This is an optimization exercise on Yosys and OpenROAD, whose aim is small area, not a production implementation.
Only simulation tests tie the RTL to the original design; equivalence was not proved.
Power is estimated from default activity; no workload was simulated.

Design processor, start of the top module:
module processor (
  input  logic        clk,
  input  logic        reset,
  input  logic [31:0] instruction,
  output logic [31:0] addr,
  output logic [31:0] out,
  output logic        sys_dne,
  output logic        rw
);
  localparam logic [5:0] OP_AND = 6'd6;
  localparam logic [5:0] OP_OR  = 6'd7;
  localparam logic [5:0] OP_XOR = 6'd8;
  localparam logic [5:0] OP_NOT = 6'd9;
  localparam logic [5:0] OP_LI  = 6'd10;
  logic [31:0] pc_q;
  logic [3:0]  ph_q;
  logic        started_q;    
  always_ff @(posedge clk or negedge reset) begin
    if (!reset) begin
      pc_q      <= '0;
      ph_q      <= '0;
      started_q <= 1'b0;
    end else begin
      {pc_q, ph_q} <= {pc_q, ph_q} + 36'd1;
      if (ph_q == 4'd15) started_q <= 1'b1;
    end
  end
  logic [5:0] op;
  logic [4:0] rs, rt, rd, dst;
  logic       is_and, is_or, is_xor, is_not, is_li, wr;
  assign op  = instruction[31:26];
  assign rs  = instruction[25:21];
  assign rt  = instruction[20:16];
  assign rd  = instruction[15:11];
  assign is_and = (op == OP_AND);
  assign is_or  = (op == OP_OR);
  assign is_xor = (op == OP_XOR);
  assign is_not = (op == OP_NOT);
  assign is_li  = (op == OP_LI);
  assign wr     = is_and | is_or | is_xor | is_not | is_li;
  assign dst    = is_li ? rs : (is_not ? rt : rd);
  logic [31:0][15:0] lo_q;
  logic [31:0]       hi_q;
  logic [31:0]       col0;      
  logic [31:0]       we;
  logic a, b, ha, hb, res, hres;
  logic hi_res_q;               
  always_comb begin
    we = '0;
    we[dst] = wr;
  end
  assign a  = col0[rs];
  assign b  = col0[rt];
  assign ha = hi_q[rs];
  assign hb = hi_q[rt];
  always_comb begin
    if (is_li)       res = instruction[ph_q];
    else if (is_not) res = ~a;
    else if (is_and) res = a & b;
    else if (is_or)  res = a | b;
    else             res = a ^ b;
    if (is_li)       hres = 1'b0;
    else if (is_not) hres = ~ha;
    else if (is_and) hres = ha & hb;
    else if (is_or)  hres = ha | hb;
    else             hres = ha ^ hb;
  end
  always_ff @(posedge clk) begin
    if (ph_q == 4'd0) hi_res_q <= hres;
  end
  for (genvar i = 0; i < 32; i++) begin : g_reg
    assign col0[i] = lo_q[i][0];
    always_ff @(posedge clk) begin
      lo_q[i] <= {(we[i] ? res : lo_q[i][0]), lo_q[i][15:1]};
      if (we[i]) hi_q[i] <= hi_res_q;
    end
  end
  ...
Size: about 990 cells after synthesis, about 0.016 sq mm of cells after synthesis.
clock: 6.0 ns
lec_check: 0
cap_margin: 20
core_margin: 2
core_utilization: 40
cts_buf_list: sky130_fd_sc_hd__clkbuf_4
cts_cluster_diameter: 40
cts_cluster_size: 10
slew_margin: 20
run.sh (not shown) runs the stock make flow with config.mk's settings and CLKGATE_MAP_FILE= SYNTH_SCRIPT=/design/flow/synth_recipe.tcl, a recipe that flattens the netlist after the stock synthesis.
Change:
--- a/flow/config.mk
+++ b/flow/config.mk
@@ -9,6 +9,6 @@
 export CORE_MARGIN = 2
 export CORE_UTILIZATION = 40
-export CTS_BUF_LIST = sky130_fd_sc_hd__clkbuf_4
-export CTS_CLUSTER_DIAMETER = 40
-export CTS_CLUSTER_SIZE = 10
+export CTS_BUF_LIST = sky130_fd_sc_hd__clkbuf_8
+export CTS_CLUSTER_DIAMETER = 50
+export CTS_CLUSTER_SIZE = 20
 export SLEW_MARGIN = 20
The new run ran to the end with no violations.
Design area is about the same.
Power climbs slightly.
Sequential share of layout area stays flat.
Via count fell by a few percent.
Critical path depth stays the same.
First-iteration DRC count decreases by a few percent.
Register-to-register slack degrades by 0.15 ns.
Hold slack is better by 0.027 ns.
Cell count shrinks by a few percent.
Sequential power barely changes.
Synthesized cell count stays the same.
Change:
--- a/flow/config.mk
+++ b/flow/config.mk
@@ -6,9 +6,7 @@
 export NUM_CORES = 4
 export LEC_CHECK = 0
+export ABC_AREA = 1
 export CAP_MARGIN = 20
 export CORE_MARGIN = 2
 export CORE_UTILIZATION = 40
-export CTS_BUF_LIST = sky130_fd_sc_hd__clkbuf_8
-export CTS_CLUSTER_DIAMETER = 50
-export CTS_CLUSTER_SIZE = 20
 export SLEW_MARGIN = 20
Die area climbs by a few percent.
Sequential share of layout area drops by 4.3 points.
Sequential power climbs slightly.
Clock power climbs by well over a third.
Sequential cell count does not change.
Routed wire length climbs by about a fifth.
Change:
==> flow/flow/run.sh (new file) <==
#!/bin/bash
# Layout flow: the standard ORFS flow (standard.sh, unchanged synthesis),
# with smaller port buffers and a clock tree of clkbuf_8 clusters without
# dummy loads. Each tool's output goes to its own log in the work folder.
set -euo pipefail
export BUFFER_PORTS_ARGS="-buffer_cell sky130_fd_sc_hd__buf_1"
export CTS_ARGS="-sink_clustering_enable -repair_clock_nets -buf_list sky130_fd_sc_hd__clkbuf_8 -sink_clustering_size 20 -sink_clustering_max_diameter 50 -dont_use_dummy_load"
bash standard.sh synth > log_synth.txt 2>&1
bash standard.sh floorplan > log_floorplan.txt 2>&1
bash standard.sh place > log_place.txt 2>&1
bash standard.sh cts > log_cts.txt 2>&1
bash standard.sh route > log_route.txt 2>&1
bash standard.sh finish > log_finish.txt 2>&1
==> flow/standard.sh (new file) <==
#!/bin/bash
# synth_recipe.tcl (not shown) runs the flow's synth.tcl, then flattens the netlist and writes it again
# the make line also repeats each setting of config.mk as NAME=value (left out here)
make -C /OpenROAD-flow-scripts/flow DESIGN_CONFIG=/design/flow/config.mk WORK_HOME=/design/flow/orfs CLKGATE_MAP_FILE= SYNTH_SCRIPT=/design/flow/synth_recipe.tcl "${@:-finish}"
--- a/flow/config.mk
+++ b/flow/config.mk
@@ -6,5 +6,4 @@
 export NUM_CORES = 4
 export LEC_CHECK = 0
-export ABC_AREA = 1
 export CAP_MARGIN = 20
 export CORE_MARGIN = 2
removed: flow/run.sh
Effect: Global-route usage shrinks by 2.3 points; first-iteration DRC count shrinks by 20%; area after synthesis shrinks by 2.3%.
Change:
==> flow/run.sh (new file) <==
#!/bin/bash
# synth_recipe.tcl (not shown) runs the flow's synth.tcl, then flattens the netlist and writes it again
# the make line also repeats each setting of config.mk as NAME=value (left out here)
make -C /OpenROAD-flow-scripts/flow DESIGN_CONFIG=/design/flow/config.mk WORK_HOME=/design/flow/orfs CLKGATE_MAP_FILE= SYNTH_SCRIPT=/design/flow/synth_recipe.tcl finish
removed: flow/flow/run.sh
removed: flow/standard.sh
Sequential power is about the same.
Core utilization rose by 4.7 points.
Combinational power rose by 21%.
First-iteration DRC count fell by 18%.
Flip-flop and latch count does not change.
Area after synthesis is unchanged.

---

Another version of the RTL of processor (not shown whole).
Size in the first run: about 960 cells after synthesis, ~15,000 µm² of cells after synthesis.
clock: 6.0 ns
lec_check: 0
cap_margin: 20
core_margin: 2
core_utilization: 65
place_density: 0.75
slew_margin: 20
standard.sh (not shown) runs the stock make flow with config.mk's settings and CLKGATE_MAP_FILE= SYNTH_SCRIPT=/design/flow/synth_recipe.tcl, a recipe that flattens the netlist after the stock synthesis.
==> flow/flow/run.sh <==
#!/bin/bash
# Layout flow: the standard ORFS flow (standard.sh), with
#  - synthesis as standard.sh's, but an area-oriented ABC script for the
#    combinational logic (flow/my_synth.tcl, flow/abc_area.script);
#  - the smallest buffer (buf_1) for the port buffers;
#  - a clock tree of clkbuf_4 clusters, without dummy loads.
# Each step's output goes to its own log in the work folder.
set -euo pipefail
W=$(pwd)
export FLOW_SYNTH_TCL="$W/synth_recipe.tcl"
export FLOW_ABC_SCRIPT="$W/flow/abc_area.script"
export BUFFER_PORTS_ARGS="-buffer_cell sky130_fd_sc_hd__buf_1"
export CTS_ARGS="-sink_clustering_enable -repair_clock_nets -buf_list sky130_fd_sc_hd__clkbuf_4 -sink_clustering_size 11 -sink_clustering_max_diameter 40 -dont_use_dummy_load"
bash standard.sh SYNTH_SCRIPT="$W/flow/my_synth.tcl" synth > log_synth.txt 2>&1
bash standard.sh floorplan > log_floorplan.txt 2>&1
bash standard.sh place > log_place.txt 2>&1
bash standard.sh cts > log_cts.txt 2>&1
bash standard.sh route > log_route.txt 2>&1
bash standard.sh finish > log_finish.txt 2>&1
==> flow/flow/abc_area.script <==
&get -n
&st
&dc2
&dch
&nf -R 1000 -F 10 -C 32
&st
&dc2
&dch -f
&nf -R 1000 -F 10 -C 32
&st
&dch -f
&nf -R 1000 -F 10 -C 32
&put
topo
==> flow/flow/my_synth.tcl <==
# The standard synthesis (synth_recipe.tcl in the work folder), with one
# change: ABC maps the combinational logic with an area-oriented script
# (flow/abc_area.script) instead of ORFS's delay-oriented one. Everything
# else, the flip-flop mapping included, is unchanged, so the registers keep
# the standard synthesis's names and cell types.
proc abc {args} {
  set i [lsearch -exact $args -script]
  if { $i >= 0 } { lset args [expr { $i + 1 }] $::env(FLOW_ABC_SCRIPT) }
  set j [lsearch -exact $args -D]
  if { $j >= 0 } { set args [lreplace $args $j [expr { $j + 1 }]] }
  yosys abc {*}$args
}
source $::env(FLOW_SYNTH_TCL)
Edit:
--- a/flow/flow/run.sh
+++ b/flow/flow/run.sh
@@ -12,3 +12,3 @@
 export BUFFER_PORTS_ARGS="-buffer_cell sky130_fd_sc_hd__buf_1"
-export CTS_ARGS="-sink_clustering_enable -repair_clock_nets -buf_list sky130_fd_sc_hd__clkbuf_4 -sink_clustering_size 11 -sink_clustering_max_diameter 40 -dont_use_dummy_load"
+export CTS_ARGS="-sink_clustering_enable -repair_clock_nets -buf_list sky130_fd_sc_hd__clkbuf_4 -sink_clustering_size 12 -sink_clustering_max_diameter 55 -dont_use_dummy_load"
 bash standard.sh SYNTH_SCRIPT="$W/flow/my_synth.tcl" synth > log_synth.txt 2>&1
Cell area is lower by 0.54%; sequential share of layout area grows by 0.42 points; hold slack stays flat; fmax rises by 1.8%; global-route usage falls by 0.54 points; synthesized cell count is unchanged; via count fell by 0.78%; worst setup slack gains 0.080 ns; first-iteration DRC count is higher by 8.8%; die area does not change; wire length goes down by 1.5%.
Edit:
--- a/flow/flow/run.sh
+++ b/flow/flow/run.sh
@@ -12,3 +12,3 @@
 export BUFFER_PORTS_ARGS="-buffer_cell sky130_fd_sc_hd__buf_1"
-export CTS_ARGS="-sink_clustering_enable -repair_clock_nets -buf_list sky130_fd_sc_hd__clkbuf_4 -sink_clustering_size 12 -sink_clustering_max_diameter 55 -dont_use_dummy_load"
+export CTS_ARGS="-sink_clustering_enable -repair_clock_nets -buf_list sky130_fd_sc_hd__clkbuf_4 -sink_clustering_size 12 -sink_clustering_max_diameter 40 -dont_use_dummy_load"
 bash standard.sh SYNTH_SCRIPT="$W/flow/my_synth.tcl" synth > log_synth.txt 2>&1
==> flow/flow/abc_area.script (replaced) <==
strash
dc2
dch -f
amap -m -F 4 -A 8
topo
Result: The changed run completed without violations; cell count grows by a few percent; final area shrinks slightly; clock skew grows by 0.012 ns; first-iteration DRC count grows by well over a third; core utilization grows by 1.1 points.
Edit:
==> flow/flow/abc_area.script (replaced) <==
strash
dc2
dc2
dch -f
amap -m -F 8 -A 16
topo
The new run completed without violations.
Cell area climbs by 0.82%.
Utilization climbs by 0.36 points.
Via count climbs by 1.4%.
Wire length climbs by 3.8%.
Sequential cell count is unchanged.
Clock power climbs by about 3%.

## static timing again, ports no longer ideal
The flow's constraints put no driver on any port. The routed layouts listed below were extracted and timed again, unchanged, in two steps.
Step 1, drivers: a clkbuf_16 drives clk and a buf_2 each remaining input, both assumed.
Step 2 times the ports against the registers' clock, not the clock port: input delays grow and output delays shrink by t, the midpoint of the rising clock arrivals with the driver on.
Slacks: no drivers / after step 1 / after step 2; pairs: no drivers / after step 1.
run | t (ns) | setup slack, ns | hold WS [ns]
the first run of note 1 | 0.788 | 1.429 / 1.448 / 0.660 | 0.293 / 0.293 / 0.293
the second run of note 1 | 0.629 | 1.263 / 1.286 / 0.656 | 0.320 / 0.320 / 0.320
the third run of note 1 | 0.627 | 1.589 / 1.587 / 0.959 | 0.321 / 0.321 / 0.321
the fourth run of note 1 | 0.602 | 1.601 / 1.627 / 1.025 | 0.263 / 0.263 / 0.263
the fifth run of note 1 | 0.631 | 1.268 / 1.292 / 0.661 | 0.315 / 0.315 / 0.315
the first run of note 2 | 0.689 | 1.502 / 1.502 / 0.813 | 0.280 / 0.280 / 0.280
the second run of note 2 | 0.699 | 1.582 / 1.579 / 0.881 | 0.281 / 0.281 / 0.281
the third run of note 2 | 0.714 | 1.222 / 1.222 / 0.794 | 0.268 / 0.268 / 0.268
the fourth run of note 2 | 0.701 | 0.663 / 0.663 / 0.663 | 0.297 / 0.297 / 0.297
After both steps every run listed still meets setup and hold. For the first run of note 1, which loses most, drivers alone change the setup slack by +0.019 ns; drivers and shift together by -0.769 ns.
